What follows belongs to an exercise in optimizing a design on an open flow for a short achievable clock period and few clock cycles per item; a production flow would make more cautious choices.
Function was checked by simulation only, so behaviour that the tests miss may differ from the original.
The clock port is modelled as an ideal driver; clocking choices that lean on that would not hold on a real chip.
Power figures rest on the tool's default switching activity, not on a simulated workload.

## alpha
==> flow/design.v (excerpt) <==
module rx_capture_burst_writer #(
  parameter int SAMPLE_W   = 16,
  parameter int CHANNELS   = 2,
  parameter int ADDR_W     = 32,
  parameter int BURST_LEN  = 8,
  parameter int FIFO_DEPTH = 10,
  localparam int DATA_W    = SAMPLE_W * CHANNELS,
  localparam int BC_W      = $clog2(BURST_LEN) + 1
) (
  input  logic              clk_clk,
  input  logic              reset_reset_n,
  input  logic              start,
  input  logic              stop,
  input  logic [ADDR_W-1:0] cfg_base,
  input  logic [ADDR_W-1:0] cfg_words,
  input  logic              in_valid,
  output logic              in_ready,
  input  logic [DATA_W-1:0] in_data,
  output logic [ADDR_W-1:0] avm_address,
  output logic              avm_write,
  output logic [DATA_W-1:0] avm_writedata,
  output logic [BC_W-1:0]   avm_burstcount,
  input  logic              avm_waitrequest,
  output logic              busy,
  output logic [ADDR_W-1:0] wr_ptr,
  output logic [rx_cap_pkg::CNT_W-1:0]  wrap_count,
  output logic              overflow,
  output logic [rx_cap_pkg::CNT_W-1:0]  drop_count
);
clock: 5.5 ns
lec_check: 0
abc_clock_period_in_ps: 2000
cap_margin: 20
core_margin: 2
core_utilization: 40
cts_cluster_diameter: 80
cts_cluster_size: 20
setup_slack_margin: 3.6
slew_margin: 20
tns_end_percent: 100
standard.sh (not shown) runs the stock make flow with config.mk's settings and CLKGATE_MAP_FILE= SYNTH_SCRIPT=/design/flow/synth_recipe.tcl, a recipe that flattens the netlist after the stock synthesis.
==> flow/flow/run.sh <==
#!/bin/bash
set -euo pipefail
export POST_CTS_TCL="$PWD/flow/drop_root.tcl"
bash standard.sh > standard_make.log 2>&1
==> flow/flow/drop_root.tcl <==
set block [ord::get_db_block]
set port_net [[$block findBTerm clk_clk] getNet]
set port_loads [$port_net getITerms]
if {[llength $port_loads] == 1} {
  set root [[lindex $port_loads 0] getInst]
  set master [[$root getMaster] getName]
  set out_net ""
  foreach it [$root getITerms] {
    if {[$it isOutputSignal]} { set out_net [$it getNet] }
  }
  if {[string match "sky130_fd_sc_hd__clkbuf_*" $master] && $out_net ne ""} {
    set sinks {}
    set all_bufs 1
    foreach it [$out_net getITerms] {
      if {[$it getInst] eq $root} { continue }
      lappend sinks $it
      if {![string match "sky130_fd_sc_hd__clkbuf_*" [[[$it getInst] getMaster] getName]]} {
        set all_bufs 0
      }
    }
    if {[llength $sinks] >= 1 && [llength $sinks] <= 4 && $all_bufs} {
      foreach it $sinks {
        $it disconnect
        $it connect $port_net
      }
      puts "drop_root: removed [$root getName], port drives [llength $sinks] buffers"
      odb::dbInst_destroy $root
      odb::dbNet_destroy $out_net
    } else {
      puts "drop_root: root [$root getName] drives [llength $sinks] sinks, kept"
    }
  }
}
Testbench counts of alpha, summed over its fixed seeds: cycles 19,975, samples 19,015.
[inputs] beta vs alpha
diff --git a/flow/design.v b/flow/design.v
--- a/flow/design.v
+++ b/flow/design.v
@@ -91,14 +91,19 @@
   logic              stop_pend;    
   logic [FIFO_DEPTH-1:0] fill;     
   logic              grp;          
   logic [LW-1:0]     part;         
   logic              p7;           
   logic              sp_nz;        
   logic              sp_done;      
+  logic              is_idle;      
+  logic              is_last;      
+  logic              ld_go;        
+  logic              grp_next;
+  logic              sp_nz_next;
   logic [BC_W-1:0]   beats_left;   
   logic [WA-1:0]     base_w;       
   logic [BSH-1:0]    base_lo;      
   logic [ADDR_W-1:0] words_q;
   logic [ADDR_W-1:0] words_m2;     
   logic              m2_borrow;    
   logic              words_one;    
@@ -138,17 +143,17 @@
   assign overflow   = 1'b0;
   assign drop_count = '0;
   assign start_ev   = start & idle;
   assign push       = in_valid & ~rdy_n;
   assign beat       = ~wr_n & ~avm_waitrequest;
   assign slot       = wr_n | (wr_last & ~avm_waitrequest);
   assign full       = grp;
-  assign issue      = slot & (full | sp_nz);
-  assign load       = issue | (wr_mid & ~avm_waitrequest);
-  assign next_write = issue | wr_mid | (wr_last & avm_waitrequest);
+  assign issue      = is_idle | (is_last & ~avm_waitrequest);
+  assign load       = is_idle | (ld_go & ~avm_waitrequest);
+  assign next_write = is_idle | wr_mid | (avm_waitrequest ? wr_last : is_last);
   assign done       = sp_done & slot;
   assign len        = full ? BC_W'(BURST_LEN) : BC_W'(part);
   assign len_one    = ~grp & (part == LW'(1));
   always_comb begin
     for (int k = 0; k < AC; k++) begin
       wa_inc[k]  = (k == 0) ? 1'b1 : wa_inc[k-1] & wa_ff[k-1];
       wa_m1[k]   = 1'b1;
@@ -202,14 +207,16 @@
   assign carry   = push & p7;
   always_comb begin
     if (issue)     cur_last_next = len_one;
     else if (beat) cur_last_next = (beats_left == BC_W'(2));
     else           cur_last_next = wr_last;
   end
   assign stop_pend_next = (stop_pend | (stop & ~idle)) & ~done;
+  assign grp_next       = (grp & ~slot) | carry;
+  assign sp_nz_next     = stop_pend_next & (part_next != '0);
   rx_cap_fifo #(
     .DEPTH (FIFO_DEPTH),
     .WIDTH (DATA_W)
   ) u_fifo (
     .clk   (clk_clk),
     .rst_n (reset_reset_n),
     .push  (push),
@@ -231,33 +238,39 @@
       stop_pend  <= 1'b0;
       fill       <= '0;
       grp        <= 1'b0;
       part       <= '0;
       p7         <= 1'b0;
       sp_nz      <= 1'b0;
       sp_done    <= 1'b0;
+      is_idle    <= 1'b0;
+      is_last    <= 1'b0;
+      ld_go      <= 1'b0;
       beats_left <= '0;
     end else begin
       busy      <= start_ev | (~idle & ~done);
       idle      <= ~start_ev & (idle | done);
       enabled   <= start_ev | (enabled & ~stop);
       in_ready  <= start_ev | (enabled & ~stop & fill_ok);
       rdy_n     <= ~start_ev & ~(enabled & ~stop & fill_ok);
       avm_write <= next_write;
       wr_n      <= ~next_write;
       wr_last   <= next_write & cur_last_next;
       wr_mid    <= next_write & ~cur_last_next;
       stop_pend <= stop_pend_next;
       if (push & ~load)      fill <= {fill[FIFO_DEPTH-2:0], 1'b1};
       else if (~push & load) fill <= {1'b0, fill[FIFO_DEPTH-1:1]};
-      grp       <= (grp & ~slot) | carry;
+      grp       <= grp_next;
       part      <= part_next;
       p7        <= p7_next;
-      sp_nz     <= stop_pend_next & (part_next != '0);
-      sp_done   <= stop_pend_next & ~((grp & ~slot) | carry) & (part_next == '0);
+      sp_nz     <= sp_nz_next;
+      sp_done   <= stop_pend_next & ~grp_next & (part_next == '0);
+      is_idle   <= ~next_write & (grp_next | sp_nz_next);
+      is_last   <= next_write & cur_last_next & (grp_next | sp_nz_next);
+      ld_go     <= next_write & (~cur_last_next | grp_next | sp_nz_next);
       if (issue)     beats_left <= len;
       else if (beat) beats_left <= beats_left - 1'b1;
     end
   end
   always_ff @(posedge clk_clk or negedge reset_reset_n) begin
     if (!reset_reset_n) begin
       avm_writedata <= '0;
--- outcome ---
Cell depth of the worst setup path for beta: 9 down relative to alpha
From alpha to beta the numbers moved as follows: power saw a decrease; compound-gate portion of the synthesized area -0.64 points; gate count after technology mapping higher.
Max global-route met3 utilization across beta and alpha: beta
Delta(normalized max-slew margin, beta - alpha) < 0
The higher clock power came out of alpha.
When beta is measured against alpha, its post-route met1 wirelength turns out 2.0 mm lower.
Testbench counts of beta, summed over its fixed seeds: cycles 19,975, samples 19,015.

separate check: timing with driven ports:
The results above use ideal ports. As a check the final layouts listed here were re-extracted and re-timed, cells and wires unchanged. Step 1, drivers: a clkbuf_16 drives clk_clk and a buf_2 each remaining input, both assumed. Step 2 also shifts input and output timing later by t, the mid clock arrival at the registers, as if the neighbouring blocks saw the same clock. Slacks: ideal / step 1 / step 2; pairs: ideal / step 1.
run | shift t [ns] | setup slack, ns | worst hold slack (ns) | worst setup path at the end
alpha | 0.524 | 3.336 / 3.273 / 2.847 | 0.352 / 0.352 / 0.352 | input to register
beta | 0.524 | 3.402 / 3.277 / 3.026 | 0.370 / 0.370 / 0.370 | input to register
After both steps setup and hold are still met in every run listed. For alpha, which loses most, drivers alone change the setup slack by -0.063 ns; drivers and shift together by -0.489 ns.
